From an optimization exercise on the open Yosys and OpenROAD flow, aimed at small area, a short achievable clock period and few clock cycles per item; shortcuts taken in it are not production practice. For this run, only the layout was checked, not whether the RTL still works. Power is estimated from default activity; no workload was simulated.

## flow/run.sh

```bash
#!/bin/bash
# synth_recipe.tcl (not shown) runs the flow's synth.tcl, then flattens the netlist and writes it again
# the make line also repeats each setting of config.mk as NAME=value (left out here)
make -C /OpenROAD-flow-scripts/flow DESIGN_CONFIG=/design/flow/config.mk WORK_HOME=/design/flow/orfs CLKGATE_MAP_FILE= SYNTH_SCRIPT=/design/flow/synth_recipe.tcl finish
```

## flow/config.mk

```make
export PLATFORM = sky130hd
export DESIGN_NAME = reservoir_sampler_core
export DESIGN_NICKNAME = reservoir_sampler_core
export VERILOG_FILES = /design/flow/design.v
export SDC_FILE = /design/flow/constraint.sdc
export NUM_CORES = 4
export LEC_CHECK = 0
export CAP_MARGIN = 20
export CORE_MARGIN = 2
export CORE_UTILIZATION = 55
export CTS_CLUSTER_SIZE = 25
export PLACE_DENSITY = 0.65
export SETUP_SLACK_MARGIN = 4.65
export SLEW_MARGIN = 20
```

## flow/constraint.sdc

```tcl
create_clock -name core_clock -period 8.0 [get_ports {clk}]
set_input_delay 1.6000 -clock core_clock [delete_from_list [all_inputs] [get_ports {clk}]]
set_output_delay 1.6000 -clock core_clock [all_outputs]
set_load 0.01 [all_outputs]
```

## flow/design.v

```verilog
package rs_pkg;
	localparam int DEPTH  = 64;                  
	localparam int CFG_W  = 7;                   
	localparam int RND_W  = 31;                  
	localparam int FAST_W = 9;
	localparam int STEPS0 = 3;                   
	localparam int R4     = 1;                   
	localparam int R2     = 0;                   
	localparam int BPS    = 2 * R4 + R2;         
	localparam int NSTAGE = (RND_W - STEPS0 + BPS - 1) / BPS;
endpackage
module rs_modu #(
	parameter int W      = 9,
	parameter int STEPS0 = 1,
	parameter int R4     = 1,
	parameter int R2     = 0,
	parameter int NSTAGE = 15
) (
	input  logic          clk,
	input  logic          arst_n,
	input  logic          in_valid,
	input  logic [30:0]   in_rnd,
	input  logic [W-1:0]  in_n,
	input  logic [31:0]   in_item,
	output logic          out_valid,
	output logic [W-1:0]  out_rem,
	output logic [31:0]   out_item,
	output logic          busy
);
	localparam int BPS = 2 * R4 + R2;
	localparam int NS  = NSTAGE;
	function automatic logic [W+2:0] bprefix(input logic [W+1:0] a, input logic [W+1:0] b,
			input int nb);
		logic [W+1:0] g;
		logic [W+1:0] p;
		logic [W+1:0] gn;
		logic [W+1:0] pn;
		g = ~a & b;
		p = ~a | b;
		for (int s = 1; s < nb; s = s * 2) begin
			gn = g;
			pn = p;
			for (int i = s; i < nb; i++) begin
				gn[i] = g[i] | (p[i] & g[i-s]);
				pn[i] = p[i] & p[i-s];
			end
			g = gn;
			p = pn;
		end
		bprefix = {g[nb-1], g[W:0], 1'b0};
	endfunction
	function automatic logic [W-1:0] step2(input logic [W-1:0] x, input logic b,
			input logic [W-1:0] n);
		logic [W+1:0] t;
		logic [W+1:0] m;
		logic [W+2:0] bp;
		t  = {1'b0, x, b};
		m  = {2'b0, n};
		bp = bprefix(t, m, W + 1);
		step2 = t[W-1:0] ^ ({W{~bp[W+2]}} & (m[W-1:0] ^ bp[W-1:0]));
	endfunction
	function automatic logic [W-1:0] step4(input logic [W-1:0] x, input logic [1:0] b,
			input logic [W-1:0] n, input logic [W+1:0] n3);
		logic [W+1:0] u;
		logic [W+1:0] m1;
		logic [W+1:0] m2;
		logic [W+2:0] p1;
		logic [W+2:0] p2;
		logic [W+2:0] p3;
		logic         s1;
		logic         s2;
		logic         s3;
		u  = {x, b};
		m1 = {2'b0, n};
		m2 = {1'b0, n, 1'b0};
		p1 = bprefix(u, m1, W + 2);
		p2 = bprefix(u, m2, W + 2);
		p3 = bprefix(u, n3, W + 2);
		s3 = ~p3[W+2];
		s2 = p3[W+2] & ~p2[W+2];
		s1 = p2[W+2] & ~p1[W+2];
		step4 = u[W-1:0] ^ (({W{s1}} & (m1[W-1:0] ^ p1[W-1:0]))
			| ({W{s2}} & (m2[W-1:0] ^ p2[W-1:0]))
			| ({W{s3}} & (n3[W-1:0] ^ p3[W-1:0])));
	endfunction
	function automatic logic [W-1:0] trim(input logic [W-1:0] x, input int t);
		trim = (t < W) ? (x & W'((1 << t) - 1)) : x;
	endfunction
	logic [NS:0]           v;
	logic [NS:0][W-1:0]    rem;
	logic [NS:0][30:0]     rnd;
	logic [NS:0][W-1:0]    dvs;
	logic [NS:0][W+1:0]    dvs3;
	logic [NS:0][31:0]     item;
	logic [W-1:0] x0;
	always_comb begin
		logic [W-1:0] x;
		x = '0;
		for (int i = 0; i < STEPS0; i++) begin
			x = trim(step2(x, in_rnd[30 - i], in_n), i + 1);
		end
		x0 = x;
	end
	always_ff @(posedge clk or negedge arst_n) begin
		if (!arst_n) begin
			v[0] <= 1'b0;
		end else begin
			v[0] <= in_valid;
		end
	end
	always_ff @(posedge clk) begin
		rem[0]  <= x0;
		rnd[0]  <= in_rnd;
		dvs[0]  <= in_n;
		dvs3[0] <= {2'b0, in_n} + {1'b0, in_n, 1'b0};
		item[0] <= in_item;
	end
	for (genvar s = 0; s < NS; s++) begin : g_stage
		logic [W-1:0] nxt;
		always_comb begin
			logic [W-1:0] x;
			int           t;
			x = rem[s];
			t = STEPS0 + s * BPS;
			for (int i = 0; i < R4; i++) begin
				if (t + 2 <= 31) begin
					x = trim(step4(x, rnd[s][30 - t -: 2], dvs[s], dvs3[s]), t + 2);
					t = t + 2;
				end else if (t + 1 <= 31) begin
					x = trim(step2(x, rnd[s][30 - t], dvs[s]), t + 1);
					t = t + 1;
				end
			end
			for (int i = 0; i < R2; i++) begin
				if (t + 1 <= 31) begin
					x = trim(step2(x, rnd[s][30 - t], dvs[s]), t + 1);
					t = t + 1;
				end
			end
			nxt = x;
		end
		always_ff @(posedge clk or negedge arst_n) begin
			if (!arst_n) begin
				v[s+1] <= 1'b0;
			end else begin
				v[s+1] <= v[s];
			end
		end
		always_ff @(posedge clk) begin
			rem[s+1]  <= nxt;
			rnd[s+1]  <= rnd[s];
			dvs[s+1]  <= dvs[s];
			dvs3[s+1] <= dvs3[s];
			item[s+1] <= item[s];
		end
	end
	assign out_valid = v[NS];
	assign out_rem   = rem[NS];
	assign out_item  = item[NS];
	assign busy      = |v;
endmodule
module rs_slow (
	input  logic        clk,
	input  logic        arst_n,
	input  logic        start,
	input  logic [30:0] dividend,
	input  logic [31:0] divisor,
	input  logic [6:0]  k,
	output logic        busy,
	output logic        done,
	output logic        hit,
	output logic [5:0]  slot
);
	function automatic logic [9:0] sub9(input logic [8:0] a, input logic [8:0] b,
			input logic c);
		logic [8:0] g;
		logic [8:0] p;
		logic [8:0] gn;
		logic [8:0] pn;
		logic [8:0] bi;
		g = ~a & b;
		p = ~a | b;
		for (int s = 1; s <= 8; s = s * 2) begin
			gn = g;
			pn = p;
			for (int i = s; i <= 8; i++) begin
				gn[i] = g[i] | (p[i] & g[i-s]);
				pn[i] = p[i] & p[i-s];
			end
			g = gn;
			p = pn;
		end
		bi[0] = c;
		for (int i = 1; i <= 8; i++) begin
			bi[i] = g[i-1] | (p[i-1] & c);
		end
		sub9 = {g[8] | (p[8] & c), a ^ (b ^ bi)};
	endfunction
	logic        run_q;
	logic [1:0]  ph_q;
	logic        fin_q;
	logic        done_q;
	logic        hit_q;
	logic [4:0]  idx_q;
	logic        b_q;
	logic [31:0] rem_q;
	logic [23:0] dif_q;
	logic        bor_q;
	logic [32:0] trial;
	logic [8:0]  ca;
	logic [8:0]  cb;
	logic [9:0]  cd;
	always_comb begin
		trial = {rem_q, b_q};
		case (ph_q)
			2'd0:    begin ca = {1'b0, trial[7:0]};   cb = {1'b0, divisor[7:0]};   end
			2'd1:    begin ca = {1'b0, trial[15:8]};  cb = {1'b0, divisor[15:8]};  end
			2'd2:    begin ca = {1'b0, trial[23:16]}; cb = {1'b0, divisor[23:16]}; end
			default: begin ca = trial[32:24];         cb = {1'b0, divisor[31:24]}; end
		endcase
		cd = sub9(ca, cb, (ph_q == 2'd0) ? 1'b0 : bor_q);
	end
	always_ff @(posedge clk or negedge arst_n) begin
		if (!arst_n) begin
			run_q  <= 1'b0;
			ph_q   <= 2'd0;
			fin_q  <= 1'b0;
			done_q <= 1'b0;
			idx_q  <= 5'd0;
		end else begin
			fin_q  <= run_q && (ph_q == 2'd3) && (idx_q == 5'd0);
			done_q <= fin_q;
			if (start) begin
				run_q <= 1'b1;
				ph_q  <= 2'd0;
				idx_q <= 5'd30;
			end else if (run_q) begin
				ph_q <= ph_q + 1'b1;
				if (ph_q == 2'd3) begin
					idx_q <= idx_q - 1'b1;
					if (idx_q == 5'd0) begin
						run_q <= 1'b0;
					end
				end
			end
		end
	end
	always_ff @(posedge clk) begin
		if (start) begin
			rem_q <= '0;
			b_q   <= dividend[30];
		end else if (run_q) begin
			bor_q <= cd[9];
			case (ph_q)
				2'd0:    dif_q[7:0]   <= cd[7:0];
				2'd1:    dif_q[15:8]  <= cd[7:0];
				2'd2:    dif_q[23:16] <= cd[7:0];
				default: begin
					rem_q <= cd[9] ? trial[31:0] : {cd[7:0], dif_q};
					b_q   <= (idx_q == 5'd0) ? 1'b0 : dividend[5'(idx_q - 5'd1)];
				end
			endcase
		end
		if (fin_q) begin
			hit_q <= (rem_q[31:7] == '0) && (rem_q[6:0] < k);
		end
	end
	assign busy = run_q || fin_q || done_q;
	assign done = done_q;
	assign hit  = hit_q;
	assign slot = rem_q[5:0];
endmodule
module rs_ctrl
(
	input  logic        clk,
	input  logic        arst_n,
	input  logic        s_tvalid,
	output logic        s_tready,
	input  logic [63:0] s_tdata,
	input  logic        s_tuser,
	output logic        m_tvalid,
	input  logic        m_tready,
	output logic [31:0] m_tdata,
	output logic        m_tlast,
	input  logic        cfg_valid,
	output logic        cfg_ready,
	input  logic [6:0]  cfg_data
);
	localparam int W  = rs_pkg::FAST_W;
	localparam int NS = rs_pkg::NSTAGE;
	localparam int LAT = NS + 1;                 
	logic [6:0] k_q;
	always_ff @(posedge clk or negedge arst_n) begin
		if (!arst_n) begin
			k_q <= 7'd1;
		end else if (cfg_valid) begin
			if (cfg_data == 7'd0) begin
				k_q <= 7'd1;
			end else if (cfg_data > 7'd64) begin
				k_q <= 7'd64;
			end else begin
				k_q <= cfg_data;
			end
		end
	end
	assign cfg_ready = 1'b1;
	logic        rdy_q;
	logic        acc;
	logic        acc_push;
	logic        acc_fin;
	logic [31:0] cnt_q;
	logic        below_k;
	logic        fast;
	logic        slow_zone;
	logic [6:0]  m_now;
	assign s_tready = rdy_q;
	assign acc      = s_tvalid && rdy_q;
	assign acc_push = acc && !s_tuser;
	assign acc_fin  = acc && s_tuser;
	always_comb begin
		below_k   = (cnt_q[31:7] == '0) && (cnt_q[6:0] < k_q);
		fast      = cnt_q < 32'((64'd1 << W) - 1);
		slow_zone = cnt_q >= 32'((64'd1 << W) - 2);
		m_now     = below_k ? cnt_q[6:0] : k_q;
	end
	always_ff @(posedge clk or negedge arst_n) begin
		if (!arst_n) begin
			cnt_q <= '0;
		end else if (acc_fin) begin
			cnt_q <= '0;
		end else if (acc_push && !(&cnt_q)) begin
			cnt_q <= cnt_q + 1'b1;
		end
	end
	logic        e_fill;
	logic        e_pipe;
	logic        e_slow;
	logic [5:0]  e_slot;
	logic [31:0] e_item;
	logic [30:0] e_rnd;
	always_ff @(posedge clk or negedge arst_n) begin
		if (!arst_n) begin
			e_fill <= 1'b0;
			e_pipe <= 1'b0;
			e_slow <= 1'b0;
		end else begin
			e_fill <= acc_push && below_k;
			e_pipe <= acc_push && !below_k && fast;
			e_slow <= acc_push && !below_k && !fast;
		end
	end
	always_ff @(posedge clk) begin
		if (rdy_q) begin
			e_slot <= cnt_q[5:0];
			e_item <= s_tdata[31:0];
			e_rnd  <= s_tdata[62:32];
		end
	end
	logic          p_v;
	logic [W-1:0]  p_rem;
	logic [31:0]   p_item;
	logic          p_busy;
	rs_modu #(
		.W      (W),
		.STEPS0 (rs_pkg::STEPS0),
		.R4     (rs_pkg::R4),
		.R2     (rs_pkg::R2),
		.NSTAGE (NS)
	) u_modu (
		.clk       (clk),
		.arst_n    (arst_n),
		.in_valid  (e_pipe),
		.in_rnd    (e_rnd),
		.in_n      (cnt_q[W-1:0]),
		.in_item   (e_item),
		.out_valid (p_v),
		.out_rem   (p_rem),
		.out_item  (p_item),
		.busy      (p_busy)
	);
	logic        sl_busy;
	logic        sl_done;
	logic        sl_hit;
	logic [5:0]  sl_slot;
	rs_slow u_slow (
		.clk       (clk),
		.arst_n    (arst_n),
		.start     (e_slow),
		.dividend  (e_rnd),
		.divisor   (cnt_q),
		.k         (k_q),
		.busy      (sl_busy),
		.done      (sl_done),
		.hit       (sl_hit),
		.slot      (sl_slot)
	);
	logic        fin_pend;
	logic [6:0]  m_pend;
	logic [$clog2(LAT+1)-1:0] drain_q;
	logic        p_hit;
	logic [63:0] we;
	logic [31:0] wdata;
	logic [63:0] rsel_q;
	logic [31:0] rdata;
	assign p_hit = p_v && (p_rem < W'(k_q));
	always_comb begin
		for (int i = 0; i < 64; i++) begin
			we[i] = (e_fill && (e_slot == 6'(i)))
				|| (p_hit && (p_rem[5:0] == 6'(i)))
				|| (sl_done && sl_hit && (sl_slot == 6'(i)));
		end
		wdata = p_v ? p_item : e_item;
	end
	rs_dpath u_dpath (
		.clk   (clk),
		.we    (we),
		.wdata (wdata),
		.rsel  (rsel_q),
		.rdata (rdata)
	);
	logic        dump_q;
	logic        primed_q;
	logic [6:0]  m_q;
	logic [6:0]  ptr_q;
	logic        ov_q;
	logic [31:0] od_q;
	logic        ol_q;
	logic        rd;
	logic        rd_last;
	assign rd      = dump_q && (primed_q || (drain_q == '0)) && (!ov_q || m_tready);
	assign rd_last = (ptr_q + 7'd1) == m_q;
	always_ff @(posedge clk or negedge arst_n) begin
		if (!arst_n) begin
			fin_pend <= 1'b0;
			m_pend   <= '0;
			drain_q  <= '0;
			dump_q   <= 1'b0;
			primed_q <= 1'b0;
			m_q      <= '0;
			ptr_q    <= '0;
			rsel_q   <= '0;
			ov_q     <= 1'b0;
		end else begin
			if (acc_fin) begin
				fin_pend <= 1'b1;
				m_pend   <= m_now;
				drain_q  <= LAT;
			end else if (drain_q != '0) begin
				drain_q <= drain_q - 1'b1;
			end
			if (fin_pend && !dump_q) begin
				fin_pend <= 1'b0;
				dump_q   <= (m_pend != '0);
				primed_q <= 1'b0;
				m_q      <= m_pend;
				ptr_q    <= '0;
				rsel_q   <= 64'd1;
			end else if (rd) begin
				primed_q <= 1'b1;
				ptr_q    <= ptr_q + 1'b1;
				rsel_q   <= {rsel_q[62:0], 1'b0};
				if (rd_last) begin
					dump_q <= 1'b0;
				end
			end
			if (rd) begin
				ov_q <= 1'b1;
			end else if (m_tready) begin
				ov_q <= 1'b0;
			end
		end
	end
	always_ff @(posedge clk) begin
		if (rd) begin
			od_q <= rdata;
			ol_q <= rd_last;
		end
	end
	assign m_tvalid = ov_q;
	assign m_tdata  = od_q;
	assign m_tlast  = ol_q;
	logic       cnt_small;
	logic [6:0] cnt_next;
	logic [6:0] ptr_next;
	logic [6:0] k_next;
	logic       dump_next;
	logic       push_safe;
	logic       rdy_d;
	always_comb begin
		cnt_small = (cnt_q[31:7] == '0);
		cnt_next  = cnt_q[6:0] + 7'(acc_push);
		ptr_next  = ptr_q + 7'(rd);
		if (!cfg_valid) begin
			k_next = k_q;
		end else if (cfg_data == 7'd0) begin
			k_next = 7'd1;
		end else if (cfg_data > 7'd64) begin
			k_next = 7'd64;
		end else begin
			k_next = cfg_data;
		end
		dump_next = dump_q && !(rd && rd_last);
		push_safe = (cnt_small && (cnt_next < ptr_next)) || (k_next <= ptr_next);
	end
	always_comb begin
		rdy_d = 1'b1;
		if (acc_fin || fin_pend) rdy_d = 1'b0;
		if (dump_next && !push_safe) rdy_d = 1'b0;
		if (slow_zone && (acc || e_fill || e_pipe || e_slow || p_busy || sl_busy)) rdy_d = 1'b0;
	end
	always_ff @(posedge clk or negedge arst_n) begin
		if (!arst_n) begin
			rdy_q <= 1'b0;
		end else begin
			rdy_q <= rdy_d;
		end
	end
endmodule
module rs_dpath
(
	input  logic        clk,
	input  logic [63:0] we,
	input  logic [31:0] wdata,
	input  logic [63:0] rsel,
	output logic [31:0] rdata
);
	logic [31:0] slot_q [64];
	for (genvar i = 0; i < 64; i++) begin : g_slot
		always_ff @(posedge clk) begin
			if (we[i]) begin
				slot_q[i] <= wdata;
			end
		end
	end
	always_comb begin
		rdata = '0;
		for (int i = 0; i < 64; i++) begin
			rdata = rdata | (slot_q[i] & {32{rsel[i]}});
		end
	end
endmodule
module reservoir_sampler_core
(
	input  logic             clk,
	input  logic             arst_n,
	input  logic             s_tvalid,
	output logic             s_tready,
	input  logic [63:0]      s_tdata,     
	input  logic             s_tuser,     
	output logic             m_tvalid,
	input  logic             m_tready,
	output logic [31:0]      m_tdata,     
	output logic             m_tlast,
	input  logic             cfg_valid,
	output logic             cfg_ready,
	input  logic [rs_pkg::CFG_W-1:0] cfg_data
);
	rs_ctrl u_ctrl (
		.clk       (clk),
		.arst_n    (arst_n),
		.s_tvalid  (s_tvalid),
		.s_tready  (s_tready),
		.s_tdata   (s_tdata),
		.s_tuser   (s_tuser),
		.m_tvalid  (m_tvalid),
		.m_tready  (m_tready),
		.m_tdata   (m_tdata),
		.m_tlast   (m_tlast),
		.cfg_valid (cfg_valid),
		.cfg_ready (cfg_ready),
		.cfg_data  (cfg_data)
	);
endmodule
```

==> impl_metrics.env <==
export IMPL_dr_max_layer_used="met5"
export IMPL_drt_met1_wl_mm=150
export IMPL_synth_compound_area_share_pct=11.9
export IMPL_slew_viol_final=0
export IMPL_ctsRootBufferMaster="clkbuf_16"
export IMPL_hold_depth=0
export IMPL_maxSlewHeadroom_pct=15.1
export IMPL_clock_sinks=3449
export IMPL_dr_pass1_iters=10
export IMPL_ctsHoldBuffers=0
export IMPL_place_inst=11100
export IMPL_clock_latency_ns=1.01
export IMPL_r2r_end="u_ctrl.u_modu.rem[127]"
export IMPL_die_area_sq_um=229000
export IMPL_antenna_found_initial=21
export IMPL_synth_adder_area_share_pct=1.61
export IMPL_syn_area_per_cell_sq_um=15.0
export IMPL_synth_simple_area_share_pct=6.48
export IMPL_dr_wl_met3_mm=71.9
export IMPL_dpl_worst_slack_ns=2.65
export IMPL_setup_ws_ns=4.30
export IMPL_finalPower_mw=56.5
export IMPL_synth_cell_types=97
export IMPL_hold_viol_final=0
export IMPL_cts_made_buffers=349
export IMPL_grt_pass1_vias=76200
export IMPL_synthFlopType="edfxtp_1"
export IMPL_worstPathMaxFanout=5
export IMPL_holdWs_ns=0.292
export IMPL_async_reset_ff_share_pct=4.67
export IMPL_grt_max_degree=78
export IMPL_critPathLaunchType="flip-flop"
export IMPL_syn_area_sq_um=124000
export IMPL_core_area_sq_um=224000
export IMPL_syn_instance_count=8273
export IMPL_grt_total_usage_pct=36.5
export IMPL_nNetsFinal=8844
export IMPL_cts_tree="done"
export IMPL_vias=82600
export IMPL_synth_ff_latch_count=3449
export IMPL_layout_commonest_cell="edfxtp_1"
export IMPL_io_buffers=110
export IMPL_drt_iter0_markers=15500
export IMPL_min_period_ns=3.70
export IMPL_rows=174
export IMPL_synth_edff_count=2177
export IMPL_ir_drop_v=0.000314
export IMPL_reg2reg_from="u_ctrl.u_modu.rnd[403]"
export IMPL_wire_per_inst_um=36.1
export IMPL_synth_xor_area_share_pct=3.19
export IMPL_holdCritPathClass="flip-flop to flip-flop"
export IMPL_tightest_slew_ns=1.27
export IMPL_synth_top_family_by_area="compound AO/OA/AOI/OAI gates"
export IMPL_max_freq_mhz=271
export IMPL_synth_area_mux_share_pct=0.691
export IMPL_status="complete, no violations"
export IMPL_pwr_density_cell_nw_per_um2=386
export IMPL_rr_worst_depth=13
export IMPL_cp_end_kind="flip-flop"
export IMPL_dp_hpwl_mm=220
export IMPL_min_to="u_ctrl.u_modu.item[127]"
export IMPL_yosysWarnings=5
export IMPL_setup_tns_ns=0
export IMPL_syn_num_nets=8410
export IMPL_clkTransAtPathRegs_ns=0.06
export IMPL_required_ns=8.75
export IMPL_setup_viol=0
export IMPL_gr_total_overflow=0
export IMPL_drc=0
export IMPL_num_fill_cells=15700
export IMPL_final_cell_mix="2177 x edfxtp_1, 1084 x dfxtp_1, 548 x a221oi_1"
export IMPL_layout_drive_gt1_share_pct=15.8
export IMPL_io_pins=113
export IMPL_syn2layout_area_growth_pct=18.2
export IMPL_ctsHtreeMaxLevel=5
export IMPL_crit_arrival_ns=4.44
export IMPL_start_util_pct=55.2
export IMPL_routed_via_density=6.90
export IMPL_min_from="u_ctrl.u_modu.item[95]"
export IMPL_die_h_um=478
export IMPL_cap_violations=0
export IMPL_rrSetupSlack_ns=4.30
export IMPL_fin_crit_sh_pct=46.2
export IMPL_ant_nets=0
export IMPL_leakagePower_nw=50.7
export IMPL_multi_input_area_sq_um=32600
export IMPL_gp_congestion=0.882
export IMPL_grt_pass1_wl_mm=584
export IMPL_final_cells=12000
export IMPL_rsz0062_at_grt="yes"
export IMPL_ys_seq_area_share_pct=74.1
export IMPL_critPathKind="flip-flop to flip-flop"
export IMPL_clock_skew_ns=0.0983
export IMPL_die_w_um=478
export IMPL_regArea_sq_um=91800
export IMPL_drt_total_wl_mm=432
export IMPL_cts_path_max_buffers=4
export IMPL_met2WireLength_mm=181
-- per-layer routing --
metal / track usage [%] / up-vias
li1: - / 33000
met1: 48.7 / 40800
met2: 52.7 / 7138
met3: 13.0 / 1646
met4: 19.2 / 22
met5: 0.231 / -
-- registers in the layout, indices dropped and copies added, names as in the netlist, 15 cells and up --
signal / count
u_ctrl.cnt_q: 32
u_ctrl.u_modu.dvs: 126
u_ctrl.rsel_q: 64
u_ctrl.u_slow.rem_q: 32
u_ctrl.u_modu.dvs3: 140
u_ctrl.od_q: 32
u_ctrl.u_dpath.slot_q: 2048
u_ctrl.u_slow.dif_q: 24
u_ctrl.u_modu.item: 480
u_ctrl.u_modu.v: 15
u_ctrl.u_modu.rem: 123
u_ctrl.e_rnd: 31
u_ctrl.e_item: 32
u_ctrl.u_modu.rnd: 210
-- cell type report --
| cell class | instances | share of cell area [%] |
|---|---|---|
| Sequential cell | 3449 | 62.8 |
| Multi-Input combinational cell | 4159 | 22.3 |
| Clock buffer | 456 | 6.70 |
| Timing Repair Buffer | 479 | 3.97 |
| Tap cell | 2992 | 2.56 |
| Clock inverter | 159 | 0.885 |
| Inverter | 264 | 0.709 |
| Timing Repair inverter | 5 | 0.0454 |
| Antenna cell | 15 | 0.0257 |
-- per-stage QoR --
stage | cell area, sq um | utilization (%)
after detailed placement | 129000 | 57.7
final | 146000 | 65.2
after global routing | 146000 | 65.2
after CTS | 144000 | 64.3
after global placement | 129000 | 57.6
after floorplan | 124000 | -
-- cell usage after synthesis (51+ instances only) --
master	number	area [sq um]
edfxtp_1	2177	65400
ha_1	58	726
clkbuf_1	362	1360
nor2_1	320	1200
nand2b_1	113	707
inv_1	259	972
o221ai_1	51	447
o21ai_0	160	801
a22oi_1	73	548
nor3_1	132	661
a21oi_1	138	691
dfrtp_1	160	4000
maj3_1	111	1110
a221oi_1	561	4910
xnor2_1	346	3030
nand4_1	157	982
nor2b_1	121	757
a22o_1	503	4410
xor2_1	105	920
nand2_1	416	1560
nor4_1	60	375
nand3_1	132	661
dfxtp_1	1111	22200
-- critical path: stages, from the launching register on --
cell and delay [ns]:
dfxtp_2 0.31, nand2b_4 0.13, maj3_2 0.36, a221oi_4 0.34, o31ai_4 0.10, maj3_2 0.33
maj3_2 0.33, maj3_2 0.35, o311ai_4 0.30, buf_4 0.17, buf_12 0.11, nor3_4 0.04
a311oi_2 0.34, xnor2_2 0.29
-- power breakdown --
group,total (mW),internal (mW),switching [mW]
combinational,15.3,6.07,9.26
sequential,25.2,22.5,2.78
clock,15.9,9.17,6.74
-- cell families after synthesis --
group           count (synthesis)
other cells                     1
simple gates                 1605
flops                        3449
fa+ha+maj                     181
mux                            70
xor+xnor                      451
buf+inv                       671
compound gates               1845
-- worst max-delay path by stage --
stage | startpoint | end | cells past startpoint
floorplan | u_ctrl.k_q[1] | u_ctrl.u_dpath.slot_q[11][0] | 12
global placement | m_tready | u_ctrl.rdy_q | 17
detailed placement | m_tready | u_ctrl.rdy_q | 17
CTS | u_ctrl.u_modu.rnd[403] | u_ctrl.u_modu.rem[127] | 13
global route | u_ctrl.u_slow.ph_q[1] | u_ctrl.u_slow.rem_q[13] | 17
finish | u_ctrl.u_modu.rnd[403] | u_ctrl.u_modu.rem[127] | 13
-- timing repair --
item | 4_1_cts | 5_1_grt
cloned | 33 | 8
buffers inserted | 121 | 54
gates resized for setup | 468 | 285
pin swaps | 132 | 141
setup endpoints to repair | 2238 | 1925
endpoints found under the hold margin | 0 | 0

re-timing with driven ports:
Ports are ideal in the flow. The routed layout listed here was re-timed in OpenROAD.
Step 1 assumes that a clkbuf_16 drives the clock port and a buf_2 every other input.
Step 2 moves the port delays by t, midway between the first and last clock arrival at a register: inputs arrive t later, outputs are due t later. That takes back most of the time a late clock gives input paths.
a / b / c = no drivers / after step 1 / after step 2; a / b = the first two.
t, ns: 1.050
slack for setup (ns): 4.305 / 4.305 / 3.728
worst data-port slew with drivers (ns): 0.06
After both steps this run still meets setup and hold. For this run, drivers alone change the setup slack by 0.000 ns; drivers and shift together by -0.577 ns.
